From an optimization exercise on the open Yosys and OpenROAD flow, aimed at small area and a short achievable clock period; shortcuts taken in it are not production practice. The RTL was checked by simulation tests, not by an equivalence proof against the original design. Power figures rest on the tool's default switching activity, not on a simulated workload.

==> flow/run.sh <==
#!/bin/bash
# synth_recipe.tcl (not shown) runs the flow's synth.tcl, then flattens the netlist and writes it again
# the make line also repeats each setting of config.mk as NAME=value (left out here)
make -C /OpenROAD-flow-scripts/flow DESIGN_CONFIG=/design/flow/config.mk WORK_HOME=/design/flow/orfs CLKGATE_MAP_FILE= SYNTH_SCRIPT=/design/flow/synth_recipe.tcl finish
==> flow/config.mk <==
export PLATFORM = sky130hd
export DESIGN_NAME = stream_bridge_top
export DESIGN_NICKNAME = stream_bridge_top
export VERILOG_FILES = /design/flow/design.v
export SDC_FILE = /design/flow/constraint.sdc
export NUM_CORES = 4
export LEC_CHECK = 0
export CAP_MARGIN = 20
export CORE_MARGIN = 2
export CORE_UTILIZATION = 40
export SETUP_SLACK_MARGIN = 1.0
export SLEW_MARGIN = 20
==> flow/constraint.sdc <==
create_clock -name core_clock -period 4.0 [get_ports {ap_clk}]
set_input_delay 0.8000 -clock core_clock [delete_from_list [all_inputs] [get_ports {ap_clk}]]
set_output_delay 0.8000 -clock core_clock [all_outputs]
set_load 0.01 [all_outputs]
==> flow/design.v <==
package stream_bridge_pkg;
  localparam int APB_ADDR_W = 8;
  localparam int APB_DATA_W = 32;
  localparam int WIDE_W   = 32;
  localparam int NARROW_W = 8;
  localparam int OPEN_DELAY = 3;
  localparam int OPEN_RD32_BIT = 0;
  localparam int OPEN_RD8_BIT  = 1;
  localparam int OPEN_WR32_BIT = 2;
  localparam int OPEN_WR8_BIT  = 3;
  typedef enum logic [APB_ADDR_W-1:0] {
    REG_OPEN_CTRL = 8'h00,  
    REG_STATUS    = 8'h04,  
    REG_RD32      = 8'h08,  
    REG_RD8       = 8'h0C,
    REG_WR32      = 8'h10,  
    REG_WR8       = 8'h14
  } reg_addr_e;
endpackage
`timescale 1ns/1ps
module stream_fifo #(
  parameter int WIDTH = 32,
  parameter int DEPTH = 16,
  parameter int PTR_W = 4
) (
  input  logic             ap_clk,
  input  logic             wr_en,
  input  logic [PTR_W-1:0] wr_ptr,
  input  logic [WIDTH-1:0] wr_data,
  input  logic [PTR_W-1:0] rd_ptr,
  output logic [WIDTH-1:0] rd_data
);
  logic [WIDTH-1:0] mem [DEPTH];
  always_ff @(posedge ap_clk)
  begin
    for (int i = 0; i < DEPTH; i++)
      if (wr_en && wr_ptr == PTR_W'(i))
        mem[i] <= wr_data;
  end
  assign rd_data = mem[rd_ptr];
endmodule
`timescale 1ns/1ps
import stream_bridge_pkg::*;
module to_host_channel
#(
  parameter int WIDTH = 32,
  parameter int DEPTH = 16
) (
  input  logic             ap_clk,
  input  logic             rst_n,
  input  logic             open_ctrl,
  input  logic             open_nx,     
  input  logic [WIDTH-1:0] in_data,
  input  logic             in_valid,
  output logic             in_ready,
  input  logic             pop,         
  output logic             not_empty,
  output logic [WIDTH-1:0] pf_data,     
  output logic             pf_ne,       
  output logic             open
);
  logic [3:0]            wr_ptr, rd_ptr;
  logic [4:0]            count, count_nx;
  logic                  ready_q, ne_q;
  logic                  do_push, do_pop;
  logic [WIDTH-1:0]      rd_data;
  logic [OPEN_DELAY-1:0] open_pipe;
  assign in_ready  = ready_q;
  assign not_empty = ne_q;
  assign do_push   = in_valid && ready_q;
  assign do_pop    = pop && ne_q;
  stream_fifo #(.WIDTH(WIDTH), .DEPTH(16), .PTR_W(4)) u_mem (
    .ap_clk, .wr_en(!count[4]), .wr_ptr, .wr_data(in_data), .rd_ptr, .rd_data
  );
  always_comb
  begin
    count_nx = count;
    if (!open_ctrl)
      count_nx = '0;
    else if (do_push && !do_pop)
      count_nx = count + 1'b1;
    else if (!do_push && do_pop)
      count_nx = count - 1'b1;
  end
  always_ff @(posedge ap_clk)
  begin
    if (!rst_n || !open_ctrl)
    begin
      wr_ptr <= '0;
      rd_ptr <= '0;
    end
    else
    begin
      if (do_push) wr_ptr <= wr_ptr + 1'b1;
      if (do_pop)  rd_ptr <= rd_ptr + 1'b1;
    end
  end
  always_ff @(posedge ap_clk)
  begin
    if (!rst_n)
    begin
      count <= '0;
      ne_q  <= 1'b0;
    end
    else
    begin
      count <= count_nx;
      ne_q  <= (count_nx != '0);
    end
  end
  assign pf_ne   = open_ctrl && (ne_q || in_valid);
  assign pf_data = !open_ctrl ? '0 : ne_q ? rd_data : (in_valid ? in_data : '0);
  always_ff @(posedge ap_clk)
  begin
    if (!rst_n)
      open_pipe <= '0;
    else
      open_pipe <= {open_pipe[OPEN_DELAY-2:0], open_ctrl};
  end
  assign open = open_pipe[OPEN_DELAY-1];
  always_ff @(posedge ap_clk)
  begin
    if (!rst_n)
      ready_q <= 1'b0;
    else
      ready_q <= open_nx && (count_nx != 5'd16);
  end
endmodule
`timescale 1ns/1ps
import stream_bridge_pkg::*;
module from_host_channel
#(
  parameter int WIDTH = 32,
  parameter int DEPTH = 16
) (
  input  logic             ap_clk,
  input  logic             rst_n,
  input  logic             open_ctrl,
  input  logic             push,        
  input  logic [WIDTH-1:0] push_data,
  output logic             full,        
  output logic             pf_full,     
  output logic [WIDTH-1:0] out_data,
  output logic             out_valid,
  input  logic             out_ready,
  output logic             open
);
  logic [3:0]            wr_ptr, rd_ptr;
  logic [4:0]            count, count_nx;
  logic                  valid_q;
  logic                  do_push, do_pop, ring_push, ring_pop, head_in;
  logic [WIDTH-1:0]      head, ring_data;
  logic [OPEN_DELAY-1:0] open_pipe;
  function automatic logic [3:0] ring_next(input logic [3:0] p);
    ring_next = (p == 4'd14) ? 4'd0 : p + 1'b1;
  endfunction
  assign out_valid = valid_q;
  assign out_data  = head;
  assign full      = count[4] || !open_ctrl;
  assign pf_full   = !open_ctrl || (count[4] && !out_ready);
  assign do_push   = push && !full;
  assign do_pop    = valid_q && out_ready;
  assign ring_pop  = do_pop && (count > 5'd1);
  assign ring_push = do_push && ((count > 5'd1) || (count == 5'd1 && !do_pop));
  assign head_in   = (count == 5'd0) || (count == 5'd1 && do_pop);
  stream_fifo #(.WIDTH(WIDTH), .DEPTH(15), .PTR_W(4)) u_mem (
    .ap_clk, .wr_en(!count[4]), .wr_ptr, .wr_data(push_data), .rd_ptr, .rd_data(ring_data)
  );
  always_comb
  begin
    count_nx = count;
    if (!open_ctrl)
      count_nx = '0;
    else if (do_push && !do_pop)
      count_nx = count + 1'b1;
    else if (!do_push && do_pop)
      count_nx = count - 1'b1;
  end
  always_ff @(posedge ap_clk)
  begin
    if (!rst_n || !open_ctrl)
    begin
      wr_ptr <= '0;
      rd_ptr <= '0;
    end
    else
    begin
      if (ring_push) wr_ptr <= ring_next(wr_ptr);
      if (ring_pop)  rd_ptr <= ring_next(rd_ptr);
    end
  end
  always_ff @(posedge ap_clk)
  begin
    if (!rst_n)
    begin
      count   <= '0;
      valid_q <= 1'b0;
    end
    else
    begin
      count   <= count_nx;
      valid_q <= (count_nx != '0);
    end
  end
  always_ff @(posedge ap_clk)
  begin
    if (head_in)
      head <= push_data;
    else if (do_pop)
      head <= ring_data;
  end
  always_ff @(posedge ap_clk)
  begin
    if (!rst_n)
      open_pipe <= '0;
    else
      open_pipe <= {open_pipe[OPEN_DELAY-2:0], open_ctrl};
  end
  assign open = open_pipe[OPEN_DELAY-1];
endmodule
`timescale 1ns/1ps
import stream_bridge_pkg::*;
module apb_host_regs
(
  input  logic                  ap_clk,
  input  logic                  rst_n,
  input  logic                  psel,
  input  logic                  penable,
  input  logic                  pwrite,
  input  logic [stream_bridge_pkg::APB_ADDR_W-1:0] paddr,
  input  logic [stream_bridge_pkg::APB_DATA_W-1:0] pwdata,
  output logic [stream_bridge_pkg::APB_DATA_W-1:0] prdata,
  output logic                  pready,
  output logic                  pslverr,
  output logic [3:0]            open_ctrl,
  output logic [3:0]            open_nx,
  input  logic [stream_bridge_pkg::WIDE_W-1:0]     rd32_pf_data,
  input  logic [stream_bridge_pkg::NARROW_W-1:0]   rd8_pf_data,
  input  logic                  rd32_pf_ne,
  input  logic                  rd8_pf_ne,
  output logic                  rd32_pop,
  output logic                  rd8_pop,
  input  logic                  wr32_pf_full,
  input  logic                  wr8_pf_full,
  output logic                  wr32_push,
  output logic                  wr8_push
);
  logic                  apb_access;
  logic                  sel_ctrl, sel_status, sel_rd32, sel_rd8, sel_wr32, sel_wr8;
  logic [7:0]            status_nx;
  logic [APB_DATA_W-1:0] prdata_nx;
  logic                  pslverr_nx;
  assign apb_access = psel && penable;
  assign pready     = 1'b1;           
  assign sel_ctrl   = (paddr == REG_OPEN_CTRL);
  assign sel_status = (paddr == REG_STATUS);
  assign sel_rd32   = (paddr == REG_RD32);
  assign sel_rd8    = (paddr == REG_RD8);
  assign sel_wr32   = (paddr == REG_WR32);
  assign sel_wr8    = (paddr == REG_WR8);
  assign rd32_pop  = apb_access && !pwrite && sel_rd32;
  assign rd8_pop   = apb_access && !pwrite && sel_rd8;
  assign wr32_push = apb_access && pwrite && sel_wr32;
  assign wr8_push  = apb_access && pwrite && sel_wr8;
  assign open_nx = !rst_n ? 4'b0 : (apb_access && pwrite && sel_ctrl) ? pwdata[3:0] : open_ctrl;
  always_ff @(posedge ap_clk)
    open_ctrl <= open_nx;
  assign status_nx = {wr8_pf_full, wr32_pf_full, rd8_pf_ne, rd32_pf_ne, open_ctrl};
  always_comb
  begin
    prdata_nx = '0;
    if (sel_ctrl)   prdata_nx = APB_DATA_W'(open_ctrl);
    if (sel_status) prdata_nx = APB_DATA_W'(status_nx);
    if (sel_rd32)   prdata_nx = APB_DATA_W'(rd32_pf_data);
    if (sel_rd8)    prdata_nx = APB_DATA_W'(rd8_pf_data);
  end
  always_comb
  begin
    case (paddr)
      REG_OPEN_CTRL: pslverr_nx = 1'b0;
      REG_STATUS:    pslverr_nx = pwrite;
      REG_RD32:      pslverr_nx = !pwrite && !rd32_pf_ne;
      REG_RD8:       pslverr_nx = !pwrite && !rd8_pf_ne;
      REG_WR32:      pslverr_nx = pwrite && wr32_pf_full;
      REG_WR8:       pslverr_nx = pwrite && wr8_pf_full;
      default:       pslverr_nx = 1'b1;
    endcase
  end
  always_ff @(posedge ap_clk)
  begin
    prdata  <= prdata_nx;
    pslverr <= pslverr_nx;
  end
endmodule
`timescale 1ns/1ps
import stream_bridge_pkg::*;
module stream_bridge_top
#(
  parameter int DEPTH = 16
) (
  input  logic                  ap_clk,
  input  logic                  rst_n,
  input  logic                  psel,
  input  logic                  penable,
  input  logic                  pwrite,
  input  logic [stream_bridge_pkg::APB_ADDR_W-1:0] paddr,
  input  logic [stream_bridge_pkg::APB_DATA_W-1:0] pwdata,
  output logic [stream_bridge_pkg::APB_DATA_W-1:0] prdata,
  output logic                  pready,
  output logic                  pslverr,
  input  logic [stream_bridge_pkg::WIDE_W-1:0]     read_32_data,
  input  logic                  read_32_valid,
  output logic                  read_32_ready,
  input  logic [stream_bridge_pkg::NARROW_W-1:0]   read_8_data,
  input  logic                  read_8_valid,
  output logic                  read_8_ready,
  output logic [stream_bridge_pkg::WIDE_W-1:0]     write_32_data,
  output logic                  write_32_valid,
  input  logic                  write_32_ready,
  output logic [stream_bridge_pkg::NARROW_W-1:0]   write_8_data,
  output logic                  write_8_valid,
  input  logic                  write_8_ready,
  output logic                  to_host_read_32_open,
  output logic                  to_host_read_8_open,
  output logic                  from_host_write_32_open,
  output logic                  from_host_write_8_open
);
  logic [3:0]          open_ctrl, open_nx;
  logic [WIDE_W-1:0]   rd32_pf_data;
  logic [NARROW_W-1:0] rd8_pf_data;
  logic                rd32_pf_ne, rd8_pf_ne;
  logic                rd32_pop, rd8_pop;
  logic                wr32_pf_full, wr8_pf_full;
  logic                wr32_push, wr8_push;
  logic                rd32_ne, rd8_ne, wr32_full, wr8_full;
  apb_host_regs u_regs (
    .ap_clk, .rst_n, .psel, .penable, .pwrite, .paddr, .pwdata, .prdata, .pready, .pslverr,
    .open_ctrl, .open_nx, .rd32_pf_data, .rd8_pf_data, .rd32_pf_ne, .rd8_pf_ne,
    .rd32_pop, .rd8_pop, .wr32_pf_full, .wr8_pf_full, .wr32_push, .wr8_push
  );
  to_host_channel #(.WIDTH(WIDE_W), .DEPTH(DEPTH)) u_read_32 (
    .ap_clk, .rst_n,
    .open_ctrl (open_ctrl[OPEN_RD32_BIT]),
    .open_nx   (open_nx[OPEN_RD32_BIT]),
    .in_data   (read_32_data),
    .in_valid  (read_32_valid),
    .in_ready  (read_32_ready),
    .pop       (rd32_pop),
    .not_empty (rd32_ne),
    .pf_data   (rd32_pf_data),
    .pf_ne     (rd32_pf_ne),
    .open      (to_host_read_32_open)
  );
  to_host_channel #(.WIDTH(NARROW_W), .DEPTH(DEPTH)) u_read_8 (
    .ap_clk, .rst_n,
    .open_ctrl (open_ctrl[OPEN_RD8_BIT]),
    .open_nx   (open_nx[OPEN_RD8_BIT]),
    .in_data   (read_8_data),
    .in_valid  (read_8_valid),
    .in_ready  (read_8_ready),
    .pop       (rd8_pop),
    .not_empty (rd8_ne),
    .pf_data   (rd8_pf_data),
    .pf_ne     (rd8_pf_ne),
    .open      (to_host_read_8_open)
  );
  from_host_channel #(.WIDTH(WIDE_W), .DEPTH(DEPTH)) u_write_32 (
    .ap_clk, .rst_n,
    .open_ctrl (open_ctrl[OPEN_WR32_BIT]),
    .push      (wr32_push),
    .push_data (pwdata[WIDE_W-1:0]),
    .full      (wr32_full),
    .pf_full   (wr32_pf_full),
    .out_data  (write_32_data),
    .out_valid (write_32_valid),
    .out_ready (write_32_ready),
    .open      (from_host_write_32_open)
  );
  from_host_channel #(.WIDTH(NARROW_W), .DEPTH(DEPTH)) u_write_8 (
    .ap_clk, .rst_n,
    .open_ctrl (open_ctrl[OPEN_WR8_BIT]),
    .push      (wr8_push),
    .push_data (pwdata[NARROW_W-1:0]),
    .full      (wr8_full),
    .pf_full   (wr8_pf_full),
    .out_data  (write_8_data),
    .out_valid (write_8_valid),
    .out_ready (write_8_ready),
    .open      (from_host_write_8_open)
  );
endmodule
==> metrics.yaml, run 1 <==
outcome:
  run_status: "no timing/DRC/antenna violations"
clock_network:
  post_cts_buffers: 0
  clock-root-buffer: "clkbuf_16"
  clock_latency_on_the_worst_skew_pair_ns: 0.78
  htreeDepth: 4
  numCtsBuffers: 146
  buffer_levels_on_the_longest_clock_path: 3
  clock_sinks: 1387
  cts_tree: "done"
  clk_pin_slew_ns: 0.06
setup_path:
  reg2reg_to: "u_regs.prdata[7]"
  timing.critical_path.cells: "inv_1 > ha_4 > buf_4 > and3_1 > a2111oi_2 > o211ai_1 > o2111ai_1 > nand3_1"
  worst_reg2reg_path_startpoint: "u_read_32.rd_ptr[0]"
  r2r_slack_ns: 1.03
  worstPathRequired_ns: 4.64
  element_type_at_the_critical_path_end: "register"
  crit_slowest_cell: "a2111oi_2"
  critPathTopFamily: "compound AO/OA/AOI/OAI gates"
  highest_net_fanout_along_the_worst_path: 26
  critPathArrivalTime_ns: 3.61
  critical_path_class: "register to register"
  rr_worst_depth: 8
  critical_path.max_stage_delay_ns: 0.50
  critPathBufInv: 2
  timing.critical_path.from_type: "register"
grt:
  grt_start_max_net_pins: 62
  globalRouteOverflowTotal: 0
  grt_antenna_before_repair: 4
  grt_first_pass_wirelength_um: 217000
  first_global_vias: 31500
  grt_use_total_pct: 21.7
placed_design:
  place.detailed.hpwl_um: 85500
  place_congestion: 0.807
  io_buffers: 169
  placedInstanceArea_sq_um: 57900
  placement.setup.worst_slack_ns: 0.447
yosys:
  synth_adder_area_share_pct: 0.659
  synthXorXnorAreaFrac_pct: 0.428
  seq_area_frac_synth_pct: 76.3
  synth_cell_type_count: 82
  synthArstFlopShare_pct: 0
  synthesis.instances: 3368
  post_synthesis_compound_gate_area_fraction_pct: 12.1
  netlist_area_sq_um: 53200
  ys_top_cells_by_area: "edfxtp_1 (72%), dfxtp_1 (4.0%), a22oi_1 (2.7%), nand2_1 (1.6%), a22o_1 (1.3%)"
  synth.area.mux_share_pct: 2.07
  ys_dominant_reg_cell: "edfxtp_1"
  synthSimpleGateAreaFrac_pct: 6.48
  ffs_latches_synth: 1387
  netlist.top_cell.by_area: "edfxtp_1"
  post-synth-top-area-fraction_pct: 72.3
  synth_fp_nets: 3485
  synth_top_family_by_area: "compound AO/OA/AOI/OAI gates"
  mean_post_synth_cell_area_sq_um: 15.8
  number_of_flops_mapped_to_enable_cells_by_yosys: 1280
  yosys_warnings: 13
floorplan:
  core.rowCount: 133
  floorplan.initialDensity_pct: 40.4
  die_x_um: 369
  die_height_um: 369
  floorplan.die_area_sq_um: 136000
  io_pins: 171
  placeableCoreArea_sq_um: 132000
detailed_routing:
  wl_per_cell_um: 27.4
  dr.first_iter.drc_count: 3895
  detailroute.via_count: 32500
  routed_wirelength_um: 150000
  vias_per_cell: 5.92
  ant_nets: 0
  drt_drc_violations_left: 0
  drt_first_pass_iters: 8
final_layout:
  final_cell_mix: "edfxtp_1 (1,280), nand2_1 (221), a22oi_1 (192)"
  post-route-util_pct: 47.5
  ratio_of_cells_with_drive_above_1_in_the_final_layout_pct: 12.7
  post_route_standard_cell_area_excluding_fillers_sq_um: 62500
  design.final.nets: 3730
  most_common_cell_after_layout_fill_and_taps_aside: "edfxtp_1"
  area_growth_syn_to_layout_pct: 17.6
worst_hold_path:
  hold_depth: 1
  timing.hold.worst.start: "u_write_8.open_pipe[0]"
  worst_hold_path_type: "register to register"
  hold_path_end: "u_write_8.open_pipe[1]"
job:
  timing.max_cap.violations: 0
power:
  worst_ir_drop_vdd_mv: 0.432
  p_leak_nw: 19.6
  cell_area_power_density_nw_per_um2: 471
sta:
  setup-violations-final: 0
  finalWorstPathRequiredPeriod_ns: 2.97
  tns_ns: 0
  grt_setup_unrepaired: "no"
  worst_clk_skew_ns: 0.0446
  postLayoutSetupSlackWorst_ns: 1.03
  worstMarginPinSlew_ns: 1.10
  post_route_worst_hold_slack_ns: 0.426
  max_clock_freq_mhz: 337
  finalHoldViolations: 0
  timing_max_transition_violations_final: 0
  timing.max_slew.rel_slack_pct: 26.2
  final_min_period_over_clock_period_pct: 74.3
registers in the layout (all words and copies together) (netlist names), 5 cells and up:
signal and flops:
u_write_32.head 32, u_read_32.count 5, u_read_8.u_mem.mem 128, u_write_32.u_mem.mem 480
u_write_8.count 5, u_regs.prdata 32, u_read_32.u_mem.mem 512, u_write_8.u_mem.mem 120
u_write_8.head 8, u_read_8.count 5, u_write_32.count 5
Yosys cell counts, drive strengths merged (9+ instances only):
cell,number
o211ai,19
clkbuf,175
nand4,51
o21ai,126
a221o,11
dfxtp,107
a211oi,15
a32oi,26
nor3,40
a221oi,77
inv,36
nand2,222
and3,17
o221ai,12
mux2i,58
or3,9
nor2,143
a22oi,192
edfxtp,1280
nand2b,24
buf,50
mux2,30
ha,28
a32o,10
xnor2,18
a21oi,105
nand3,71
a31oi,24
a22o,80
o22ai,46
nor2b,33
and2,25
o2111ai,9
nor4,9
a222oi,64
power breakdown:
group / internal, mW / total (mW) / switching [mW]
logic: 0.145 / 0.425 / 0.280
registers: 15.9 / 15.9 / 0.0193
clock network: 7.49 / 13.1 / 5.61
total: 23.5 / 29.4 / 5.91
per-stage QoR:
step,power (mW),instances
floorplan,16.3,3368
global placement,16.6,5217
detailed placement,16.6,5218
CTS,29.6,5481
global route,30.2,5484
finish,29.4,5488
layer usage:
layer | vias to the layer above | share of wire (%) | global-route usage [%]
met5 | - | 0 | 0
met4 | 0 | 2.1 | 5.98
met3 | 199 | 7.9 | 3.87
met2 | 1502 | 47 | 34.7
met1 | 16700 | 43 | 30.5
li1 | 14100 | - | -
final cells by class:
type	instances	area [sq um]
Fill cell	11100	69100
Sequential cell	1387	40600
Multi-Input combinational cell	1719	12100
Clock buffer	198	3960
Timing Repair Buffer	322	2960
Tap cell	1755	2200
Clock inverter	65	612
Inverter	37	139
Antenna cell	5	12.5
how the worst max path moves through the flow:
stage,depth (start not counted),from,end
after floorplan,3,u_write_32.wr_ptr[1],u_write_32.u_mem.mem[2][0]
after global placement,7,paddr[4],u_read_32.ready_q
after detailed placement,7,paddr[4],u_read_32.ready_q
after CTS,6,u_write_32.rd_ptr[0],u_write_32.head[22]
after global routing,8,u_read_32.rd_ptr[0],u_regs.prdata[7]
final,8,u_read_32.rd_ptr[0],u_regs.prdata[7]
timing repair:
action | 4_1_cts | 5_1_grt
setup endpoints to repair | 1 | 17
gates resized for setup | 1 | 6
hold buffers | 0 | 0
worst register-to-register path, delay by kind of cell, from the launching register on:
family          cells  cell delay [ns]
fa+ha+maj           1             0.29
simple gates        2             0.57
buf+inv             2             0.45
flops               1             0.46
compound gates      3             1.08
logic make-up (layout without fill, tap and decap cells):
family / Yosys count / after routing
mux: 96 / 96
flops: 1387 / 1387
other cells: 1 / 6
xor+xnor: 26 / 26
compound gates: 876 / 876
fa+ha+maj: 28 / 28
buf+inv: 262 / 622
simple gates: 692 / 692
==> run 2, diff against run 1 <==
--- a/flow/design.v
+++ b/flow/design.v
@@ -27,7 +27,7 @@
   input  logic             wr_en,
   input  logic [PTR_W-1:0] wr_ptr,
   input  logic [WIDTH-1:0] wr_data,
-  input  logic [PTR_W-1:0] rd_ptr,
+  input  logic [DEPTH-1:0] rd_sel,
   output logic [WIDTH-1:0] rd_data
 );
   logic [WIDTH-1:0] mem [DEPTH];
@@ -37,7 +37,12 @@
       if (wr_en && wr_ptr == PTR_W'(i))
         mem[i] <= wr_data;
   end
-  assign rd_data = mem[rd_ptr];
+  always_comb
+  begin
+    rd_data = '0;
+    for (int i = 0; i < DEPTH; i++)
+      rd_data = rd_data | (mem[i] & {WIDTH{rd_sel[i]}});
+  end
 endmodule
 `timescale 1ns/1ps
 import stream_bridge_pkg::*;
@@ -59,7 +64,8 @@
   output logic             pf_ne,       
   output logic             open
 );
-  logic [3:0]            wr_ptr, rd_ptr;
+  logic [3:0]            wr_ptr;
+  logic [15:0]           rd_sel;     
   logic [4:0]            count, count_nx;
   logic                  ready_q, ne_q;
   logic                  do_push, do_pop;
@@ -70,7 +76,7 @@
   assign do_push   = in_valid && ready_q;
   assign do_pop    = pop && ne_q;
   stream_fifo #(.WIDTH(WIDTH), .DEPTH(16), .PTR_W(4)) u_mem (
-    .ap_clk, .wr_en(!count[4]), .wr_ptr, .wr_data(in_data), .rd_ptr, .rd_data
+    .ap_clk, .wr_en(!count[4]), .wr_ptr, .wr_data(in_data), .rd_sel, .rd_data
   );
   always_comb
   begin
@@ -87,12 +93,12 @@
     if (!rst_n || !open_ctrl)
     begin
       wr_ptr <= '0;
-      rd_ptr <= '0;
+      rd_sel <= 16'd1;
     end
     else
     begin
       if (do_push) wr_ptr <= wr_ptr + 1'b1;
-      if (do_pop)  rd_ptr <= rd_ptr + 1'b1;
+      if (do_pop)  rd_sel <= {rd_sel[14:0], rd_sel[15]};
     end
   end
   always_ff @(posedge ap_clk)
@@ -145,7 +151,8 @@
   input  logic             out_ready,
   output logic             open
 );
-  logic [3:0]            wr_ptr, rd_ptr;
+  logic [3:0]            wr_ptr;
+  logic [14:0]           rd_sel;     
   logic [4:0]            count, count_nx;
   logic                  valid_q;
   logic                  do_push, do_pop, ring_push, ring_pop, head_in;
@@ -164,7 +171,7 @@
   assign ring_push = do_push && ((count > 5'd1) || (count == 5'd1 && !do_pop));
   assign head_in   = (count == 5'd0) || (count == 5'd1 && do_pop);
   stream_fifo #(.WIDTH(WIDTH), .DEPTH(15), .PTR_W(4)) u_mem (
-    .ap_clk, .wr_en(!count[4]), .wr_ptr, .wr_data(push_data), .rd_ptr, .rd_data(ring_data)
+    .ap_clk, .wr_en(!count[4]), .wr_ptr, .wr_data(push_data), .rd_sel, .rd_data(ring_data)
   );
   always_comb
   begin
@@ -181,12 +188,12 @@
     if (!rst_n || !open_ctrl)
     begin
       wr_ptr <= '0;
-      rd_ptr <= '0;
+      rd_sel <= 15'd1;
     end
     else
     begin
       if (ring_push) wr_ptr <= ring_next(wr_ptr);
-      if (ring_pop)  rd_ptr <= ring_next(rd_ptr);
+      if (ring_pop)  rd_sel <= {rd_sel[13:0], rd_sel[14]};
     end
   end
   always_ff @(posedge ap_clk)
--- a/flow/config.mk
+++ b/flow/config.mk
@@ -8,5 +8,5 @@
 export CAP_MARGIN = 20
 export CORE_MARGIN = 2
 export CORE_UTILIZATION = 40
-export SETUP_SLACK_MARGIN = 1.0
+export SETUP_SLACK_MARGIN = 2.5
 export SLEW_MARGIN = 20
==> run 2 against run 1 <==
Area after synthesis down 1.8%. Non-clock buffer count up 414. Cell area up 14%. Setup slack better by 0.74 ns. Combinational power up 17%. Sequential power up 3%. Maximum frequency up 33%. Via count up 6.2%. Register-to-register slack better by 0.91 ns. First-iteration DRC count up 31%.
==> metrics.yaml, run 2 <==
grt:
  globalRouteOverflowTotal: 0  # unchanged
  first_global_vias: 32700  # was 31,500
  grt_start_max_net_pins: 41  # was 62
  grt_antenna_before_repair: 11  # was 4
  grt_first_pass_wirelength_um: 241000  # was 217,000 um
  grt_use_total_pct: 25.4  # was 21.7%
yosys:
  synth_cell_type_count: 68  # was 82
  yosys_warnings: 13  # unchanged
  number_of_flops_mapped_to_enable_cells_by_yosys: 1280  # unchanged
  ffs_latches_synth: 1433  # was 1,387
  netlist_area_sq_um: 52200  # was 53,200 sq um
  synth_fp_nets: 3217  # was 3,485
  seq_area_frac_synth_pct: 79.5  # was 76.3%
  ys_top_cells_by_count: "edfxtp_1 (1,280), a22oi_1 (300), clkbuf_1 (199)"  # was edfxtp_1 (1,280), nand2_1 (222), a22oi_1 (192)
  ys_top_cells_by_area: "edfxtp_1 (74%), dfxtp_1 (5.9%), a22oi_1 (4.3%), a221oi_1 (1.7%), a22o_1 (1.7%)"  # was edfxtp_1 (72%), dfxtp_1 (4.0%), a22oi_1 (2.7%), nand2_1 (1.6%), a22o_1 (1.3%)
  mean_post_synth_cell_area_sq_um: 16.8  # was 15.8 sq um
  netlist.top_cell.by_area: "edfxtp_1"  # unchanged
  post-synth-top-count-cell: "edfxtp_1"  # unchanged
  post-synth-top-area-fraction_pct: 73.6  # was 72.3%
  synthesis.instances: 3109  # was 3,368
  synthArstFlopShare_pct: 0  # unchanged
  ys_dominant_reg_cell: "edfxtp_1"  # unchanged
detailed_routing:
  routed_wirelength_um: 180000  # was 150,000 um
  wl_met3_um: 17300  # was 11,900 um
  drt_drc_violations_left: 0  # unchanged
  met2WireLength_um: 85900  # was 71,200 um
  route.layer.met1.wl_um: 66700  # was 63,900 um
  vias_per_cell: 6.11  # was 5.92
  drt_first_pass_iters: 6  # was 8
  route.top_layer_used: "met5"  # was met4
  detailroute.via_count: 34500  # was 32,500
  ant_nets: 0  # unchanged
  dr.first_iter.drc_count: 5112  # was 3,895
  wl_per_cell_um: 31.9  # was 27.4 um
sta:
  worstMarginPinSlew_ns: 0.915  # was 1.10 ns
  finalWorstPathRequiredPeriod_ns: 2.23  # was 2.97 ns
  timing.max_slew.rel_slack_pct: 39.0  # was 26.2%
  final_min_period_over_clock_period_pct: 55.9  # was 74.3%
  tns_ns: 0  # unchanged
  grt_setup_unrepaired: "yes"  # was no
  finalHoldViolations: 0  # unchanged
  worst_clk_skew_ns: 0.0377  # was 0.0446 ns
  timing_max_transition_violations_final: 0  # unchanged
  setup-violations-final: 0  # unchanged
  max_clock_freq_mhz: 448  # was 337 MHz
clock_network:
  clock_latency_on_the_worst_skew_pair_ns: 0.77  # was 0.78 ns
  clock-root-buffer: "clkbuf_16"  # unchanged
  buffer_levels_on_the_longest_clock_path: 3  # unchanged
  cts_tree: "done"  # unchanged
  htreeDepth: 4  # unchanged
  postCtsHoldBufs: 0  # unchanged
  clk_pin_slew_ns: 0.06  # about the same
  numCtsBuffers: 148  # was 146
  clock_sinks: 1433  # was 1,387
floorplan:
  die_height_um: 365  # was 369 um
  io_pins: 171  # unchanged
  placeableCoreArea_sq_um: 129000  # was 132,000 sq um
  floorplan.initialDensity_pct: 40.3  # was 40.4%
  floorplan.die_area_sq_um: 133000  # was 136,000 sq um
  core.rowCount: 132  # was 133
  die_x_um: 365  # was 369 um
setup_path:
  highest_net_fanout_along_the_worst_path: 1  # was 26
  critical_path_class: "register to primary output"  # was register to register
  element_type_at_the_critical_path_end: "primary output"  # was register
  critPathBufInv: 1  # was 2
  critPathTopFamily: "flip-flops"  # was compound AO/OA/AOI/OAI gates
  timing.critical_path.from_type: "register"  # unchanged
  critical_path.max_stage_delay_ns: 0.50  # about the same
  crit_slowest_cell: "edfxtp_1"  # was a2111oi_2
  timing.critical_path.cells: "buf_6"  # was inv_1 > ha_4 > buf_4 > and3_1 > a2111oi_2 > o211ai_1 > o2111ai_1 > nand3_1
  critPathArrivalTime_ns: 1.43  # was 3.61 ns
  worstPathRequired_ns: 3.20  # was 4.64 ns
final_layout:
  design.final.nets: 3891  # was 3,730
  ratio_of_cells_with_drive_above_1_in_the_final_layout_pct: 33.6  # was 12.7%
  area_growth_syn_to_layout_pct: 37.0  # was 17.6%
  max_reg_flops: 512  # unchanged
  final_cell_mix: "edfxtp_1 (1,280), a22oi_1 (297), clkbuf_16 (177)"  # was edfxtp_1 (1,280), nand2_1 (221), a22oi_1 (192)
  post-route-util_pct: 55.2  # was 47.5%
  most_flop_heavy_register: "u_read_32.u_mem.mem"  # unchanged
  most_common_cell_after_layout_fill_and_taps_aside: "edfxtp_1"  # unchanged
  reg.largest.list: "u_read_32.u_mem.mem x512, u_write_32.u_mem.mem x480, u_read_8.u_mem.mem x128"  # unchanged
power:
  p_leak_nw: 23.3  # was 19.6 nW
  cell_area_power_density_nw_per_um2: 425  # was 471 nW/um^2
  worst_ir_drop_vdd_mv: 0.401  # was 0.432 mV
placed_design:
  place.detailed.hpwl_um: 78400  # was 85,500 um
  place_congestion: 0.806  # was 0.807
  io_buffers: 169  # unchanged
worst_hold_path:
  worst_hold_path_type: "input port to register"  # was register to register
outcome:
  run_status: "no timing/DRC/antenna violations"  # unchanged
job:
  timing.max_cap.violations: 0  # unchanged
run 2: metrics by stage:
| stage | cell area (sq um) | hold slack (ns) | instances | total power [mW] | setup slack, ns |
|---|---|---|---|---|---|
| final | 71500 | 0.392 | 5649 | 30.4 | 1.77 |
| after global routing | 71500 | 0.350 | 5643 | 31.1 | 1.73 |
| after CTS | 68700 | 0.351 | 5530 | 30.5 | 1.72 |
| after detailed placement | 56600 | 0.417 | 4910 | 17.2 | 0.498 |
| after global placement | 56600 | 0.417 | 4910 | 17.1 | 0.508 |
| after floorplan | 52600 | 0.412 | 3109 | 16.8 | 1.34 |
run 2: final cells by class:
| class | instances | area [sq um] |
|---|---|---|
| Clock inverter | 73 | 711 |
| Inverter | 23 | 111 |
| Tap cell | 1742 | 2180 |
| Timing Repair Buffer | 736 | 10600 |
| Multi-Input combinational cell | 1441 | 12200 |
| Sequential cell | 1433 | 41800 |
| Antenna cell | 8 | 20.0 |
| Fill cell | 9724 | 58000 |
| Clock buffer | 193 | 3990 |
run 2: repair_timing:
action | in CTS | in global routing
resized for setup | 1124 | 310
pin swaps | 200 | 141
gates cloned | 71 | 31
setup buffers | 283 | 80
endpoints found under the setup margin | 1624 | 1496
run 2: final timing paths:
check	from	end	slack, ns	depth (start not counted)
min reg2reg	u_write_8.open_pipe[0]	u_write_8.open_pipe[1]	0.43	1
max	u_write_32.head[0]	write_32_data[0]	1.77	1
max reg2reg	u_regs.open_ctrl[3]	u_write_8.valid_q	1.94	6
min	paddr[4]	u_regs.pslverr	0.39	3
run 2: cells by family after synthesis:
logic type | Yosys count | synth area share (%)
flops | 1433 | 79.5
compound gates | 755 | 11.3
simple gates | 596 | 5.71
buf+inv | 235 | 1.71
mux | 47 | 0.903
fa+ha+maj | 22 | 0.513
xor+xnor | 20 | 0.335
other cells | 1 | 0.00718
run 2: where the power goes:
group | switching, mW | internal (mW) | leakage, nW
clock network | 5.79 | 7.76 | 2.28
registers | 0.0273 | 16.3 | 13.0
logic | 0.315 | 0.182 | 7.99
total | 6.13 | 24.2 | 23.3
run 2: metal layers:
layer,GRT usage [%],up-vias
met5,0,-
li1,-,14200
met2,41.7,2137
met1,33.0,17700
met3,4.57,502
met4,11.2,6
==> run 3, diff against run 2 <==
--- a/flow/design.v
+++ b/flow/design.v
@@ -209,13 +209,12 @@
       valid_q <= (count_nx != '0);
     end
   end
+  logic head_pop, head_hold;
+  assign head_pop  = !head_in && do_pop;
+  assign head_hold = !head_in && !do_pop;
   always_ff @(posedge ap_clk)
-  begin
-    if (head_in)
-      head <= push_data;
-    else if (do_pop)
-      head <= ring_data;
-  end
+    head <= ({WIDTH{head_in}} & push_data) | ({WIDTH{head_pop}} & ring_data)
+          | ({WIDTH{head_hold}} & head);
   always_ff @(posedge ap_clk)
   begin
     if (!rst_n)
--- a/flow/config.mk
+++ b/flow/config.mk
@@ -7,6 +7,6 @@
 export LEC_CHECK = 0
 export CAP_MARGIN = 20
 export CORE_MARGIN = 2
-export CORE_UTILIZATION = 40
-export SETUP_SLACK_MARGIN = 2.5
+export CORE_UTILIZATION = 60
+export SETUP_SLACK_MARGIN = 1.8
 export SLEW_MARGIN = 20
==> run 3 against run 2 <==
Power down 1.3%. Core utilization up 15 points. Critical endpoint is now u_read_32.ready_q. Sequential share of layout area up 9.2 points.
==> metrics.yaml, run 3 <==
detailed_routing:
  ant_nets: 0  # unchanged
  drt_first_pass_iters: 7  # was 6
  dr.first_iter.drc_count: 3885  # was 5,112
  drt_drc_violations_left: 0  # unchanged
  routed_wirelength_um: 141000  # was 180,000 um
  vias_per_cell: 6.74  # was 6.11
  wl_per_cell_um: 30.2  # was 31.9 um
  detailroute.via_count: 31500  # was 34,500
job:
  timing.max_cap.violations: 0  # unchanged
yosys:
  post-synth-top-count-cell: "edfxtp_1"  # unchanged
  mean_post_synth_cell_area_sq_um: 16.5  # was 16.8 sq um
  number_of_flops_mapped_to_enable_cells_by_yosys: 1240  # was 1,280
  ys_dominant_reg_cell: "edfxtp_1"  # unchanged
  synth_cell_type_count: 67  # was 68
  synth_fp_nets: 3261  # was 3,217
  synthesis.instances: 3153  # was 3,109
  post-synth-top-area-fraction_pct: 71.4  # was 73.6%
  ys_top_cells_by_count: "edfxtp_1 (1,240), a22oi_1 (291), clkbuf_1 (202)"  # was edfxtp_1 (1,280), a22oi_1 (300), clkbuf_1 (199)
  netlist_area_sq_um: 52200  # about the same
  ffs_latches_synth: 1433  # unchanged
  netlist.top_cell.by_area: "edfxtp_1"  # unchanged
  yosys_warnings: 13  # unchanged
  seq_area_frac_synth_pct: 78.8  # was 79.5%
  ys_top_cells_by_area: "edfxtp_1 (71%), dfxtp_1 (7.4%), a22oi_1 (4.2%), a22o_1 (1.6%), a221oi_1 (1.6%)"  # was edfxtp_1 (74%), dfxtp_1 (5.9%), a22oi_1 (4.3%), a221oi_1 (1.7%), a22o_1 (1.7%)
  synthArstFlopShare_pct: 0  # unchanged
setup_path:
  r2r_slack_ns: 1.81  # was 1.94 ns
  critPathArrivalTime_ns: 2.96  # was 1.43 ns
  worst_reg2reg_path_startpoint: "u_read_8.ne_q"  # was u_regs.open_ctrl[3]
  rr_worst_depth: 7  # was 6
  highest_net_fanout_along_the_worst_path: 8  # was 1
  critical_path_class: "input port to register"  # was register to primary output
  reg2reg_to: "u_read_8.ready_q"  # was u_write_8.valid_q
  element_type_at_the_critical_path_end: "register"  # was primary output
  crit_path_start: "paddr[4]"  # was u_write_32.head[0]
  timing.critical_path.from_type: "input port"  # was register
  worstPathRequired_ns: 4.61  # was 3.20 ns
final_layout:
  filler_cell_count: 5637  # was 9,724
  ratio_of_cells_with_drive_above_1_in_the_final_layout_pct: 14.3  # was 33.6%
  most_common_cell_after_layout_fill_and_taps_aside: "edfxtp_1"  # unchanged
  design.final.nets: 3502  # was 3,891
  most_flop_heavy_register: "u_read_32.u_mem.mem"  # unchanged
  post_route_standard_cell_area_excluding_fillers_sq_um: 60900  # was 71,500 sq um
  post-route-util_pct: 70.4  # was 55.2%
  finish.cell_count_without_fillers: 4671  # was 5,649
  max_reg_flops: 512  # unchanged
  area_growth_syn_to_layout_pct: 16.7  # was 37.0%
  final_cell_mix: "edfxtp_1 (1,240), a22oi_1 (291), nand2_1 (159)"  # was edfxtp_1 (1,280), a22oi_1 (297), clkbuf_16 (177)
  reg.largest.list: "u_read_32.u_mem.mem x512, u_write_32.u_mem.mem x480, u_read_8.u_mem.mem x128"  # unchanged
clock_network:
  postCtsHoldBufs: 0  # unchanged
  clock-root-buffer: "clkbuf_16"  # unchanged
  clock_sinks: 1433  # unchanged
  buffer_levels_on_the_longest_clock_path: 3  # unchanged
  htreeDepth: 4  # unchanged
  clk_pin_slew_ns: 0.06  # about the same
  numCtsBuffers: 144  # was 148
  clock_latency_on_the_worst_skew_pair_ns: 0.75  # was 0.77 ns
  cts_tree: "done"  # unchanged
grt:
  grt_antenna_before_repair: 8  # was 11
  first_global_vias: 30900  # was 32,700
  grt_first_pass_wirelength_um: 205000  # was 241,000 um
  globalRouteOverflowTotal: 0  # unchanged
  grt_start_max_net_pins: 66  # was 41
  grt_use_total_pct: 31.2  # was 25.4%
worst_hold_path:
  worst_hold_path_type: "register to register"  # was input port to register
  timing.hold.worst.start: "u_read_8.open_pipe[0]"  # was paddr[4]
  hold_path_end: "u_read_8.open_pipe[1]"  # was u_regs.pslverr
  hold_depth: 1  # was 3
sta:
  finalHoldViolations: 0  # unchanged
  timing.max_slew.rel_slack_pct: 19.4  # was 39.0%
  setup-violations-final: 0  # unchanged
  finalWorstPathRequiredPeriod_ns: 2.35  # was 2.23 ns
  post_route_worst_hold_slack_ns: 0.432  # was 0.392 ns
  worst_clk_skew_ns: 0.0250  # was 0.0377 ns
  final_min_period_over_clock_period_pct: 58.8  # was 55.9%
  postLayoutSetupSlackWorst_ns: 1.65  # was 1.77 ns
  grt_setup_unrepaired: "yes"  # unchanged
  worstMarginPinSlew_ns: 1.21  # was 0.915 ns
  max_clock_freq_mhz: 425  # was 448 MHz
  timing_max_transition_violations_final: 0  # unchanged
  tns_ns: 0  # unchanged
power:
  p_leak_nw: 19.2  # was 23.3 nW
  power_after_layout_mw: 30.0  # was 30.4 mW
  worst_ir_drop_vdd_mv: 0.405  # was 0.401 mV
  seq_power_share_pct: 54.4  # was 53.8%
  power_frac_comb_pct: 1.5  # was 1.6%
  power.internal_mw: 24.1  # was 24.2 mW
  switching_power_mw: 5.92  # was 6.13 mW
  power_switching_share_pct: 19.7  # was 20.2%
  power_frac_clock_pct: 44.1  # was 44.6%
  cell_area_power_density_nw_per_um2: 493  # was 425 nW/um^2
placed_design:
  numPlacedInstances: 4352  # was 4,910
  place_congestion: 0.849  # was 0.806
  io_buffers: 169  # unchanged
  placement.setup.worst_slack_ns: 0.470  # was 0.498 ns
  placedInstanceArea_sq_um: 55600  # was 56,600 sq um
  place.detailed.hpwl_um: 76400  # was 78,400 um
outcome:
  run_status: "no timing/DRC/antenna violations"  # unchanged
floorplan:
  io_pins: 171  # unchanged
  floorplan.die_area_sq_um: 89300  # was 133,000 sq um
  die_height_um: 299  # was 365 um
  core.rowCount: 108  # was 132
  die_x_um: 299  # was 365 um
  placeableCoreArea_sq_um: 86500  # was 129,000 sq um
  floorplan.initialDensity_pct: 60.3  # was 40.3%
-- run 3: changes by cell type after synthesis, sizes merged, moves of 9 or more --
cell / change
nand4: -57
nor2: +11
buf: +13
a21oi: +9
and3: +33
a221o: +40
a222oi: +9
a22oi: -9
edfxtp: -40
o22a: -42
a31oi: +38
dfxtp: +40
a311oi: +17
-- run 3: power groups by stage --
stage,registers [mW],clock network (mW),logic (mW)
after floorplan,16.6,0,0.112
after global routing,16.3,14.0,0.502
final,16.3,13.2,0.465
after detailed placement,16.6,0,0.470
after global placement,16.6,0,0.449
after CTS,16.3,13.4,0.464
-- run 3: cells by family after synthesis --
| kind of cell | Yosys count | synth area share [%] |
|---|---|---|
| AOI/OAI and AO/OA | 811 | 12.3 |
| other | 1 | 0.00719 |
| and+or+nand+nor | 575 | 5.40 |
| DFF | 1433 | 78.8 |
| adders and majority gates | 19 | 0.456 |
| muxes | 42 | 0.806 |
| buffers and inverters | 251 | 1.89 |
| xor gates and xnor gates | 21 | 0.353 |
-- run 3: routing by layer --
layer / GRT usage (%) / vias to the layer above / part of all wire, %
met3: 5.50 / 273 / 9.6
met4: 9.68 / 10 / 2.7
met1: 42.7 / 16000 / 38
met5: 0 / - / 0.049
li1: - / 13400 / -
met2: 51.8 / 1776 / 49
-- run 3: final cells by class --
type                    instances  area, sq um  area share (%)
multi-input cells            1471        10600            17.4
diodes                          3         7.51          0.0123
clock buffers                 201         3950            6.49
inverters                      23         86.3           0.142
clock inverters                64          743            1.22
flip-flops and latches       1433        41200            67.6
well taps                    1155         1450            2.37
repair buffers                321         2880            4.73
-- run 3: critical path: stages --
cell     delay, ns
buf_12        0.11
or4b_4        0.59
buf_6         0.15
or4_4         0.53
nor2_4        0.16
a31oi_4       0.12
xor2_2        0.16
o41a_1        0.32
-- run 3: worst max path at each step --
| stage | end |
|---|---|
| after floorplan | u_read_8.ready_q |
| after global placement | u_read_8.ready_q |
| after detailed placement | u_read_8.ready_q |
| after CTS | u_read_32.ready_q |
| after global routing | u_read_32.ready_q |
| final | u_read_32.ready_q |
-- run 3: timing repair --
item / in CTS / in global routing
pin swaps: 28 / 14
setup endpoints to repair: 749 / 121
gates cloned: 3 / 0
resized for setup: 200 / 39
setup buffers: 33 / 15
==> run 4, diff against run 3 <==
--- a/flow/config.mk
+++ b/flow/config.mk
@@ -8,5 +8,5 @@
 export CAP_MARGIN = 20
 export CORE_MARGIN = 2
 export CORE_UTILIZATION = 60
-export SETUP_SLACK_MARGIN = 1.8
+export SETUP_SLACK_MARGIN = 2.5
 export SLEW_MARGIN = 20
==> run 4 against run 3 <==
Clock-buffer cell count up 3. Highest routed layer unchanged. Global-route usage up 6.8 points. First-iteration DRC count up 60%. Cell count up 9.2%. Worst hold slack better by 0.0060 ns. Critical path type unchanged. Die area unchanged. Sequential power about the same. Non-clock buffer count up 427. Via count up 17%. Register-to-register slack worse by 0.06 ns. Critical path depth up 1.
==> metrics.yaml, run 4 <==
placed_design:
  place_congestion: 0.840  # was 0.849
  place.detailed.hpwl_um: 75900  # was 76,400 um
  numPlacedInstances: 4346  # was 4,352
  placement.setup.worst_slack_ns: 0.433  # was 0.470 ns
  io_buffers: 169  # unchanged
clock_network:
  htreeDepth: 4  # unchanged
  clock_sinks: 1433  # unchanged
  numCtsBuffers: 145  # was 144
  buffer_levels_on_the_longest_clock_path: 3  # unchanged
  clock_latency_on_the_worst_skew_pair_ns: 0.77  # was 0.75 ns
  clk_pin_slew_ns: 0.06  # about the same
  clock-root-buffer: "clkbuf_16"  # unchanged
  postCtsHoldBufs: 0  # unchanged
  cts_tree: "done"  # unchanged
sta:
  worstMarginPinSlew_ns: 1.10  # was 1.21 ns
  final_min_period_over_clock_period_pct: 56.6  # was 58.8%
  worst_clk_skew_ns: 0.0380  # was 0.0250 ns
  tns_ns: 0  # unchanged
  finalHoldViolations: 0  # unchanged
  post_route_worst_hold_slack_ns: 0.438  # was 0.432 ns
  setup-violations-final: 0  # unchanged
  max_clock_freq_mhz: 441  # was 425 MHz
  grt_setup_unrepaired: "yes"  # unchanged
  timing_max_transition_violations_final: 0  # unchanged
  finalWorstPathRequiredPeriod_ns: 2.27  # was 2.35 ns
  timing.max_slew.rel_slack_pct: 26.4  # was 19.4%
  postLayoutSetupSlackWorst_ns: 1.73  # was 1.65 ns
floorplan:
  die_height_um: 299  # unchanged
  floorplan.die_area_sq_um: 89300  # unchanged
  placeableCoreArea_sq_um: 86500  # unchanged
  die_x_um: 299  # unchanged
  core.rowCount: 108  # unchanged
  floorplan.initialDensity_pct: 60.3  # unchanged
  io_pins: 171  # unchanged
final_layout:
  sequential_cell_area_sq_um: 41400  # was 41,200 sq um
  max_reg_flops: 512  # unchanged
  multiInputGateArea_sq_um: 12800  # was 10,600 sq um
  design.final.nets: 3931  # was 3,502
  final_cell_mix: "edfxtp_1 (1,240), a22oi_1 (289), buf_4 (194)"  # was edfxtp_1 (1,240), a22oi_1 (291), nand2_1 (159)
  filler_cell_count: 4019  # was 5,637
  ratio_of_cells_with_drive_above_1_in_the_final_layout_pct: 35.6  # was 14.3%
  post-route-util_pct: 82.3  # was 70.4%
  most_flop_heavy_register: "u_read_32.u_mem.mem"  # unchanged
  finish.cell_count_without_fillers: 5101  # was 4,671
  most_common_cell_after_layout_fill_and_taps_aside: "edfxtp_1"  # unchanged
  area_growth_syn_to_layout_pct: 36.4  # was 16.7%
  reg.largest.list: "u_read_32.u_mem.mem x512, u_write_32.u_mem.mem x480, u_read_8.u_mem.mem x128"  # unchanged
yosys:
  post-synth-top-count-cell: "edfxtp_1"  # unchanged
  yosys_warnings: 13  # unchanged
  netlist_area_sq_um: 52200  # unchanged
  post-synth-top-area-fraction_pct: 71.4  # unchanged
  synthesis.instances: 3153  # unchanged
  ys_top_cells_by_area: "edfxtp_1 (71%), dfxtp_1 (7.4%), a22oi_1 (4.2%), a22o_1 (1.6%), a221oi_1 (1.6%)"  # unchanged
  synth_cell_type_count: 67  # unchanged
  ys_top_cells_by_count: "edfxtp_1 (1,240), a22oi_1 (291), clkbuf_1 (202)"  # unchanged
  netlist.top_cell.by_area: "edfxtp_1"  # unchanged
  seq_area_frac_synth_pct: 78.8  # unchanged
  synth_fp_nets: 3261  # unchanged
  synthArstFlopShare_pct: 0  # unchanged
  ffs_latches_synth: 1433  # unchanged
  number_of_flops_mapped_to_enable_cells_by_yosys: 1240  # unchanged
  ys_dominant_reg_cell: "edfxtp_1"  # unchanged
  mean_post_synth_cell_area_sq_um: 16.5  # unchanged
setup_path:
  worst_reg2reg_path_startpoint: "u_read_32.ne_q"  # was u_read_8.ne_q
  element_type_at_the_critical_path_end: "register"  # unchanged
  r2r_slack_ns: 1.75  # was 1.81 ns
  critPathTopFamily: "simple AND/OR/NAND/NOR gates"  # unchanged
  timing.critical_path.cells: "buf_8 > or4b_4 > buf_6 > nor4_4 > buf_4 > mux2i_1 > xor2_1 > nand2_1 > a41oi_1"  # was buf_12 > or4b_4 > buf_6 > or4_4 > nor2_4 > a31oi_4 > xor2_2 > o41a_1
  rr_worst_depth: 7  # unchanged
  crit_slowest_cell: "or4b_4"  # unchanged
  reg2reg_to: "u_read_32.ready_q"  # was u_read_8.ready_q
  timing.critical_path.from_type: "input port"  # unchanged
  critPathBufInv: 3  # was 2
  critical_path_class: "input port to register"  # unchanged
  critPathArrivalTime_ns: 2.91  # was 2.96 ns
  worstPathRequired_ns: 4.65  # was 4.61 ns
  highest_net_fanout_along_the_worst_path: 6  # was 8
  critical_path.max_stage_delay_ns: 0.60  # was 0.59 ns
detailed_routing:
  routed_wirelength_um: 192000  # was 141,000 um
  dr.first_iter.drc_count: 6202  # was 3,885
  ant_nets: 0  # unchanged
  wl_per_cell_um: 37.7  # was 30.2 um
  vias_per_cell: 7.23  # was 6.74
  detailroute.via_count: 36900  # was 31,500
  drt_first_pass_iters: 9  # was 7
  drt_drc_violations_left: 0  # unchanged
grt:
  globalRouteOverflowTotal: 0  # unchanged
  grt_start_max_net_pins: 33  # was 66
  first_global_vias: 34400  # was 30,900
  grt_antenna_before_repair: 6  # was 8
  grt_first_pass_wirelength_um: 243000  # was 205,000 um
  grt_use_total_pct: 38.0  # was 31.2%
job:
  timing.max_cap.violations: 0  # unchanged
power:
  p_leak_nw: 23.4  # was 19.2 nW
  cell_area_power_density_nw_per_um2: 430  # was 493 nW/um^2
  worst_ir_drop_vdd_mv: 0.511  # was 0.405 mV
worst_hold_path:
  hold_path_end: "u_write_32.open_pipe[2]"  # was u_read_8.open_pipe[1]
  timing.hold.worst.start: "u_write_32.open_pipe[1]"  # was u_read_8.open_pipe[0]
  worst_hold_path_type: "register to register"  # unchanged
  hold_depth: 1  # unchanged
outcome:
  run_status: "no timing/DRC/antenna violations"  # unchanged
[run 4: cell counts after synthesis]
Identical to the previous run, type by type.
[run 4: what timing repair did]
item | CTS | global route
pin swaps | 186 | 105
cloned | 62 | 52
setup endpoints to repair | 1664 | 1459
setup buffers | 284 | 87
resized for setup | 1173 | 303
[run 4: cell families after synthesis]
family	Yosys count	share of synthesized area, %
and+or+nand+nor	575	5.40
buffers and inverters	251	1.89
xor gates and xnor gates	21	0.353
other	1	0.00719
DFF	1433	78.8
muxes	42	0.806
adders and majority gates	19	0.456
AOI/OAI and AO/OA	811	12.3
[run 4: stage by stage]
stage,cell area [sq um],power [mW]
5_1_grt,71200,31.2
4_1_cts,67700,30.3
3_5_place_dp,55800,17.1
3_3_place_gp,55800,17.1
6_report,71200,30.6
2_1_floorplan,52800,16.7
[run 4: area by class of cell]
| class | count | share of cell area [%] |
|---|---|---|
| sequential | 1433 | 58.2 |
| antenna | 6 | 0.0211 |
| inverter | 23 | 0.139 |
| clock buffer | 204 | 5.82 |
| multi-input combinational | 1472 | 17.9 |
| timing repair buffer | 748 | 15.0 |
| clock inverter | 60 | 0.854 |
| tap | 1155 | 2.03 |
[run 4: how the worst max path moves through the flow]
stage	startpoint	depth (start not counted)	slack, ns	to
2_1_floorplan	paddr[4]	9	1.06	u_read_8.ready_q
3_3_place_gp	paddr[4]	7	0.47	u_read_8.ready_q
3_5_place_dp	paddr[4]	7	0.43	u_read_8.ready_q
4_1_cts	paddr[7]	8	1.73	u_read_32.ready_q
5_1_grt	paddr[4]	9	1.66	u_read_8.ne_q
6_report	paddr[4]	9	1.73	u_read_8.ne_q
[run 4: power by group]
group / switching (mW) / total, mW / internal, mW
registers: 0.0387 / 16.3 / 16.2
clock network: 5.77 / 13.8 / 8.00
logic: 0.328 / 0.537 / 0.210
total: 6.13 / 30.6 / 24.4
[run 4: routing by layer]
layer / vias up / GRT usage (%) / routed length [um]
met2: 3252 / 62.1 / 90100
met5: - / 0 / 23
li1: 14300 / - / -
met1: 18400 / 48.8 / 62600
met3: 909 / 7.82 / 23400
met4: 4 / 19.1 / 15900

[afterwards: timing with drivers on the ports]
No port has a modelled driver above. Below, the same layouts with a new extraction and two added sets of constraints. Step 1, drivers: a clkbuf_16 drives ap_clk and a buf_2 each remaining input, both assumed. Step 2, shift: input delay + t, output delay - t, t = (earliest + latest rising clock arrival at the registers) / 2. This alone moves slack from input paths to output paths. Slacks: ideal ports / drivers / drivers and shift; pairs: ideal ports / drivers.
| run | t (ns) | slack for setup (ns) | worst setup path after step 2 | worst register clock-pin slew, ns | cell pins on the clock port's net |
|---|---|---|---|---|---|
| run 1 | 0.828 | 1.029 / 1.029 / 0.414 | input to register | 0.07 / 0.07 | 1 |
| run 2 | 0.830 | 1.766 / 1.693 / 1.019 | input to register | 0.07 / 0.07 | 1 |
| run 3 | 0.809 | 1.650 / 1.677 / 0.868 | input to register | 0.06 / 0.06 | 1 |
| run 4 | 0.825 | 1.735 / 1.749 / 0.945 | input to register | 0.08 / 0.08 | 1 |
After both steps setup and hold are still met in every run listed. For run 4, which loses most, drivers alone change the setup slack by +0.014 ns; drivers and shift together by -0.790 ns.
